This design comes from an exercise in tuning for small area on the open sky130 flow, not from production work.
Only simulation tests tie the RTL to the original design; equivalence was not proved.
Power figures rest on the tool's default switching activity, not on a simulated workload.

$ cat flow/config.mk
export PLATFORM = sky130hd
export DESIGN_NAME = ring_noc
export DESIGN_NICKNAME = ring_noc
export VERILOG_FILES = /design/flow/design.v
export SDC_FILE = /design/flow/constraint.sdc
export NUM_CORES = 4
export LEC_CHECK = 0
export CAP_MARGIN = 20
export CORE_MARGIN = 2
export CORE_UTILIZATION = 40
export SLEW_MARGIN = 20
$ cat flow/constraint.sdc
create_clock -name core_clock -period 7.0 [get_ports {clk}]
set_input_delay 1.4000 -clock core_clock [delete_from_list [all_inputs] [get_ports {clk}]]
set_output_delay 1.4000 -clock core_clock [all_outputs]
set_load 0.01 [all_outputs]
$ cat flow/design.v
package NetworkPkg;
  localparam int NODE_ID_W = 8;    
  localparam int HOPS_W    = 8;
  localparam int BRT_W     = 4;
  localparam int ADDR_W    = 64;
  localparam int PKT_W     = 2 * NODE_ID_W + HOPS_W + BRT_W + ADDR_W;
  typedef struct packed {
    logic [NODE_ID_W-1:0] dest;
    logic [NODE_ID_W-1:0] src;
    logic [HOPS_W-1:0]    hops;
    logic [BRT_W-1:0]     brt;
    logic [ADDR_W-1:0]    addr;
  } pkt_t;
endpackage
module ring_inj_fifo
#(
  parameter int DEPTH = 4
) (
  input  logic clk,
  input  logic rst,
  input  logic push_i,
  input  NetworkPkg::pkt_t din_i,
  input  logic pop_i,
  output NetworkPkg::pkt_t head_o,
  output logic full_o,
  output logic empty_o
);
  localparam int PTR_W = $clog2(DEPTH);
  localparam int CNT_W = $clog2(DEPTH + 1);
  logic [NetworkPkg::PKT_W-1:0] mem_q [DEPTH];
  logic [PTR_W-1:0] wr_ptr_q;
  logic [PTR_W-1:0] rd_ptr_q;
  logic [CNT_W-1:0] count_q;
  logic [CNT_W-1:0] count_d;
  logic             do_push;
  logic             do_pop;
  assign full_o  = (count_q == CNT_W'(DEPTH));
  assign empty_o = (count_q == '0);
  assign do_push = push_i && !full_o;
  assign do_pop  = pop_i && !empty_o;
  assign head_o  = mem_q[rd_ptr_q];
  always_comb begin
    count_d = count_q;
    case ({do_push, do_pop})
      2'b10:   count_d = count_q + CNT_W'(1);
      2'b01:   count_d = count_q - CNT_W'(1);
      default: count_d = count_q;
    endcase
  end
  always_ff @(posedge clk or posedge rst) begin
    if (rst) begin
      wr_ptr_q <= '0;
      rd_ptr_q <= '0;
      count_q  <= '0;
    end else begin
      if (do_push) wr_ptr_q <= wr_ptr_q + PTR_W'(1);
      if (do_pop)  rd_ptr_q <= rd_ptr_q + PTR_W'(1);
      count_q <= count_d;
    end
  end
  always_ff @(posedge clk) begin
    if (do_push) mem_q[wr_ptr_q] <= din_i;
  end
endmodule
module ring_noc
#(
  parameter int NUM_NODES = 8,
  parameter int INJ_DEPTH = 4,
  parameter int IF_W = $clog2(NUM_NODES * (INJ_DEPTH + 1) + 1)
) (
  input  logic                       clk,
  input  logic                       rst,
  input  logic [NUM_NODES*NetworkPkg::PKT_W-1:0] pkt_in,
  input  logic [NUM_NODES-1:0]       pkt_in_valid,
  output logic [NUM_NODES-1:0]       pkt_in_ready,
  output logic [NUM_NODES*NetworkPkg::PKT_W-1:0] pkt_out,
  output logic [NUM_NODES-1:0]       pkt_out_valid,
  output logic                       dest_err,
  output logic [IF_W-1:0]            in_flight,
  output logic [NUM_NODES*32-1:0]    delivered_cnt
);
  logic [NUM_NODES*NetworkPkg::PKT_W-1:0] ring_pkt;
  logic [NUM_NODES-1:0] ring_vld;
  logic [NUM_NODES-1:0] acc_vec;
  logic [NUM_NODES-1:0] bad_vec;
  logic [NUM_NODES-1:0] ej_vec;
  logic [IF_W-1:0]      acc_cnt;
  logic [IF_W-1:0]      ej_cnt;
  logic [IF_W-1:0]      in_flight_q;
  logic [IF_W-1:0]      in_flight_d;
  logic                 dest_err_q;
  for (genvar gi = 0; gi < NUM_NODES; gi++) begin : g_node
    localparam int PREV = (gi + NUM_NODES - 1) % NUM_NODES;
    logic legal;
    logic accept;
    logic fifo_full;
    logic fifo_empty;
    logic eject;
    logic fwd;
    logic pop;
    NetworkPkg::pkt_t push_pkt;
    NetworkPkg::pkt_t head_pkt;
    NetworkPkg::pkt_t in_pkt;
    logic slot_vld_q;
    logic slot_vld_d;
    NetworkPkg::pkt_t slot_q;
    NetworkPkg::pkt_t slot_d;
    logic out_vld_q;
    NetworkPkg::pkt_t out_q;
    NetworkPkg::pkt_t in_req;
    assign in_pkt = ring_pkt[PREV*NetworkPkg::PKT_W +: NetworkPkg::PKT_W];
    assign in_req = pkt_in[gi*NetworkPkg::PKT_W +: NetworkPkg::PKT_W];
    assign legal  = ({24'd0, in_req.dest} < 32'(NUM_NODES));
    assign accept = pkt_in_valid[gi] && !fifo_full;
    always_comb begin
      push_pkt      = in_req;
      push_pkt.src  = NetworkPkg::NODE_ID_W'(gi);
      push_pkt.hops = '0;
    end
    ring_inj_fifo #(.DEPTH(INJ_DEPTH)) u_fifo (
      .clk    (clk),
      .rst    (rst),
      .push_i (accept && legal),
      .din_i  (push_pkt),
      .pop_i  (pop),
      .head_o (head_pkt),
      .full_o (fifo_full),
      .empty_o(fifo_empty)
    );
    assign eject = ring_vld[PREV] && (in_pkt.dest == NetworkPkg::NODE_ID_W'(gi));
    assign fwd   = ring_vld[PREV] && !eject;
    assign pop   = !fwd && !fifo_empty;
    always_comb begin
      slot_vld_d = 1'b0;
      slot_d     = '0;
      if (fwd) begin
        slot_vld_d  = 1'b1;
        slot_d      = in_pkt;
        slot_d.hops = in_pkt.hops + NetworkPkg::HOPS_W'(1);
      end else if (pop) begin
        slot_vld_d  = 1'b1;
        slot_d      = head_pkt;
        slot_d.hops = NetworkPkg::HOPS_W'(1);
      end
    end
    always_ff @(posedge clk or posedge rst) begin
      if (rst) begin
        slot_vld_q <= 1'b0;
        slot_q     <= '0;
        out_vld_q  <= 1'b0;
        out_q      <= '0;
      end else begin
        slot_vld_q <= slot_vld_d;
        slot_q     <= slot_d;
        out_vld_q  <= eject;
        if (eject) out_q <= in_pkt;
      end
    end
    assign ring_pkt[gi*NetworkPkg::PKT_W +: NetworkPkg::PKT_W] = slot_q;
    assign ring_vld[gi]      = slot_vld_q;
    assign pkt_out[gi*NetworkPkg::PKT_W +: NetworkPkg::PKT_W] = out_q;
    assign pkt_out_valid[gi] = out_vld_q;
    assign pkt_in_ready[gi]  = !fifo_full;
    assign acc_vec[gi]       = accept && legal;
    assign bad_vec[gi]       = accept && !legal;
    assign ej_vec[gi]        = eject;
    logic [31:0] dcnt_q;
    always_ff @(posedge clk or posedge rst) begin
      if (rst)        dcnt_q <= '0;
      else if (eject) dcnt_q <= dcnt_q + 32'd1;
    end
    assign delivered_cnt[gi*32 +: 32] = dcnt_q;
  end
  always_comb begin
    acc_cnt = '0;
    ej_cnt  = '0;
    for (int k = 0; k < NUM_NODES; k++) begin
      acc_cnt = acc_cnt + IF_W'(acc_vec[k]);
      ej_cnt  = ej_cnt + IF_W'(ej_vec[k]);
    end
    in_flight_d = in_flight_q + acc_cnt - ej_cnt;
  end
  always_ff @(posedge clk or posedge rst) begin
    if (rst) begin
      in_flight_q <= '0;
      dest_err_q  <= 1'b0;
    end else begin
      in_flight_q <= in_flight_d;
      dest_err_q  <= dest_err_q | (|bad_vec);
    end
  end
  assign in_flight = in_flight_q;
  assign dest_err  = dest_err_q;
endmodule
$ cat flow/run.sh
#!/bin/bash
# synth_recipe.tcl (not shown) runs the flow's synth.tcl, then flattens the netlist and writes it again
# the make line also repeats each setting of config.mk as NAME=value (left out here)
make -C /OpenROAD-flow-scripts/flow DESIGN_CONFIG=/design/flow/config.mk WORK_HOME=/design/flow/orfs CLKGATE_MAP_FILE= SYNTH_SCRIPT=/design/flow/synth_recipe.tcl finish
==> flow_metrics.env <==
export IMPL_synthDistinctLibCells=56
export IMPL_hold_path_class="flop to flop"
export IMPL_yosysWarnings=2
export IMPL_max_vdd_ir_drop_uv=240
export IMPL_end_kind="flop"
export IMPL_cp_startpoint="pkt_in[91]"
export IMPL_drive_gt1_share_pct=13.9
export IMPL_antenna_found_initial=303
export IMPL_fmax_ghz=0.164
export IMPL_syn_num_nets=10100
export IMPL_synth_area_per_cell_um2=16.8
export IMPL_cp_max_fo=5
export IMPL_power_density_nw_per_um2=298
export IMPL_power_leakage_uw=0.0750
export IMPL_vias=93000
export IMPL_gp_congestion=0.893
export IMPL_cts_hold_buf=0
export IMPL_instances_no_fill=16800
export IMPL_drt_initial_drc_count=10400
export IMPL_fp_dieH_um=629
export IMPL_maxCapViolCount=0
export IMPL_cts_made_buffers=438
export IMPL_via_per_inst=5.52
export IMPL_synth_largest_area_cell="edfxtp_1"
export IMPL_r2r_setup_slack_ps=1660
export IMPL_numClockSinks=4239
export IMPL_remaining_drc_errors=0
export IMPL_port_buffer_count=1632
export IMPL_grt_max_degree=174
export IMPL_r2r_end="in_flight_q[5]$_DFF_PP0_"
export IMPL_cts_tree="yes"
export IMPL_firstDrtPassIters=6
export IMPL_die_area_um2=396000
export IMPL_grt_pass1_vias=93000
export IMPL_synth_seq_cells=4239
export IMPL_yosysSeqAreaShare_pct=75.6
export IMPL_area_growth_synth_to_final_pct=24.4
export IMPL_routed_wl_um=581000
export IMPL_setup_viol=0
export IMPL_hpwl_um=426000
export IMPL_ios=1761
export IMPL_required_ps=7890
export IMPL_cp_arrival_ps=6980
export IMPL_cts_root_buffer="clkbuf_16"
export IMPL_rsz0062_at_grt="no"
export IMPL_netlist_area_um2=156000
export IMPL_placedCellCount=15900
export IMPL_period_needed_ps=6090
export IMPL_post_cts_buffers=0
export IMPL_clk_latency_ps=990
export IMPL_cts_buffer_depth=4
export IMPL_reg2regPathDepth=15
export IMPL_setup_tns_ps=0
export IMPL_synth_top_area_share_pct=46.7
export IMPL_path_class="input port to flop"
export IMPL_status="complete, no violations"
export IMPL_h_tree_depth=5
export IMPL_cp_start_kind="input port"
export IMPL_grt_overflow=0
export IMPL_post_route_period_util_pct=87.0
export IMPL_core_area_um2=389000
export IMPL_ys_flop_type="edfxtp_1"
export IMPL_start_util_pct=40.2
export IMPL_grtUsageTotal_pct=28.8
export IMPL_r2r_start="g_node[0].slot_q[86]$_DFF_PP0_"
export IMPL_synth_edf_count=2432
export IMPL_crit_end="in_flight_q[5]$_DFF_PP0_"
export IMPL_avgRoutedWirePerCell_um=34.5
export IMPL_max_slew_margin_pct=24.4
export IMPL_cts_resized=0
export IMPL_slew_violations=0
export IMPL_async_flop_share_pct=42.6
export IMPL_grt_pass1_wl_um=781000
export IMPL_fin_worst_skew_ps=81.3
export IMPL_tightest_slew_ps=1130
export IMPL_ant_nets=0
export IMPL_clkTransAtPathRegs_ps=60
export IMPL_syn_inst=9310
export IMPL_finalHoldViolations=0
export IMPL_synthTopCellsByArea="edfxtp_1 (47%), dfrtp_1 (29%), mux4_2 (8.8%)"
export IMPL_fp_dieW_um=629
export IMPL_nNetsFinal=11900
export IMPL_rows=229
where the power goes:
group	switching, uW	internal (uW)
Sequential	1660	27400
Clock	10200	13800
Combinational	2480	2460
Total	14300	43700
registers in the layout (all words and copies together), names as in the netlist:
register	count
g_node.u_fifo.mem_q	2432
in_flight_q	6
g_node.out_q	736
g_node.slot_vld_q	8
g_node.u_fifo.rd_ptr_q	16
g_node.u_fifo.count_q	24
g_node.slot_q	736
dest_err_q	1
g_node.u_fifo.wr_ptr_q	16
g_node.out_vld_q	8
g_node.dcnt_q	256
worst min-delay path by stage:
stage,from,to,slack (ps),depth (start not counted)
3_5_place_dp,g_node[2].slot_q[83]$_DFF_PP0_,g_node[3].out_q[83]$_DFFE_PP0P_,450,2
5_1_grt,g_node[4].out_q[61]$_DFFE_PP0N_,g_node[4].out_q[61]$_DFFE_PP0N_,490,2
4_1_cts,g_node[4].out_q[75]$_DFFE_PP0N_,g_node[4].out_q[75]$_DFFE_PP0N_,470,2
2_1_floorplan,g_node[7].slot_q[76]$_DFF_PP0_,g_node[0].out_q[76]$_DFFE_PP0P_,430,2
3_3_place_gp,g_node[6].out_q[86]$_DFFE_PP0P_,g_node[6].out_q[86]$_DFFE_PP0P_,450,1
6_report,g_node[7].out_q[79]$_DFFE_PP0P_,g_node[7].out_q[79]$_DFFE_PP0P_,470,2
cell usage after synthesis, drive strengths merged, types with 21 or more instances:
library cell and instances:
nand3 120, fa 21, xnor2 231, ha 63
and4 24, nand4 80, mux2 24, clkbuf 334
mux4 608, and3 54, nor2 151, inv 85
and2 151, nand2 2117, dfrtp 1807, nor3 38
xor2 117, buf 115, nor4 24, a22o 608
edfxtp 2432
logic make-up after synthesis:
kind of cell | Yosys count | share of synthesized area (%)
adder cells (fa/ha/maj) | 84 | 0.773
XOR/XNOR | 348 | 1.95
flip-flops | 4239 | 75.6
AO/OA/AOI/OAI | 649 | 3.58
AND/OR/NAND/NOR | 2813 | 7.73
multiplexers | 640 | 8.98
buffers and inverters | 537 | 1.37
layout make-up:
cell class | count | area (um^2)
diodes | 160 | 400
well taps | 5197 | 6500
inverters | 88 | 352
clock inverters | 223 | 2620
fillers | 32500 | 194000
repair buffers | 1794 | 17800
clock buffers | 603 | 12300
flip-flops and latches | 4239 | 118000
multi-input cells | 4534 | 36400
routing by layer:
metal  wire, um  track usage (%)  part of all wire [%]  up-vias
met2     285000             47.9                    49     4658
met1     204000             34.2                    35    49000
met3      52800             7.56                   9.1     1213
li1           -                -                     -    38000
met5        807                0                  0.14        -
met4      37900             16.0                   6.5      126
metrics by stage:
| stage | hold WS (ps) | setup WS (ps) | total power, uW | util, % | instance area (um^2) |
|---|---|---|---|---|---|
| 6_report | 466 | 913 | 58000 | 50.0 | 195000 |
| 5_1_grt | 485 | 697 | 59700 | 50.0 | 194000 |
| 4_1_cts | 469 | 934 | 58300 | 49.9 | 194000 |
| 3_5_place_dp | 452 | -102 | 34500 | 46.1 | 179000 |
| 3_3_place_gp | 449 | -182 | 34400 | 46.1 | 179000 |
| 2_1_floorplan | 430 | -19470 | 31500 | - | 156000 |
critical path, stage by stage:
cell             delay (ps)
clkdlybuf4s50_1         480
or4_1                   670
nor3_2                  670
fa_1                    590
fa_1                    510
fa_1                    500
inv_1                    50
fa_1                    470
inv_1                    50
fa_1                    360
ha_1                    240
fa_1                    450
a21o_1                  180
a21oi_1                 200
xnor2_1                 140
layout by cell type, fill, tap and decap left out, types with 41 or more instances in the layout:
cell type | synthesis | layout
dfrtp_1 | 1807 | 1791
clkbuf_1 | 333 | 105
and3_1 | 54 | 51
nand2_1 | 2117 | 2117
ha_1 | 63 | 63
clkinv_2 | 0 | 79
inv_1 | 84 | 81
edfxtp_1 | 2432 | 2432
a22o_1 | 608 | 608
xor2_1 | 117 | 117
diode_2 | 0 | 160
clkbuf_16 | 0 | 445
clkdlybuf4s50_1 | 0 | 1632
buf_4 | 10 | 140
mux4_2 | 608 | 608
and2_1 | 150 | 118
clkbuf_8 | 0 | 52
nand4_1 | 79 | 79
clkinv_1 | 3 | 48
xnor2_1 | 231 | 231
nor2_1 | 150 | 142
bufinv_16 | 0 | 41
nand3_1 | 118 | 112

static timing again, ports no longer ideal:
No port has a modelled driver above. Below, the same layout with a new extraction and two added sets of constraints.
Step 1 assumes that a clkbuf_16 drives the clock port and a buf_2 every other input.
Step 2 adds t to the input delays and takes it off the output delays; t is the mean of the earliest and latest rising clock arrival at the registers after step 1. Input paths then give back, and output paths get back, about the clock's delay inside the block.
a / b / c = ideal ports / drivers / drivers and shift; a / b = the first two.
t, ns: 1.075
slack for setup (ns): 0.913 / 0.929 / -0.146
hold WS [ns]: 0.466 / 0.466 / 0.466
worst register clock-pin slew, ns: 0.07 / 0.07
With both steps, setup timing fails in this run, where it was met with ideal ports. The setup slack of this run moves by +0.016 ns with the drivers and by -1.059 ns with both steps.
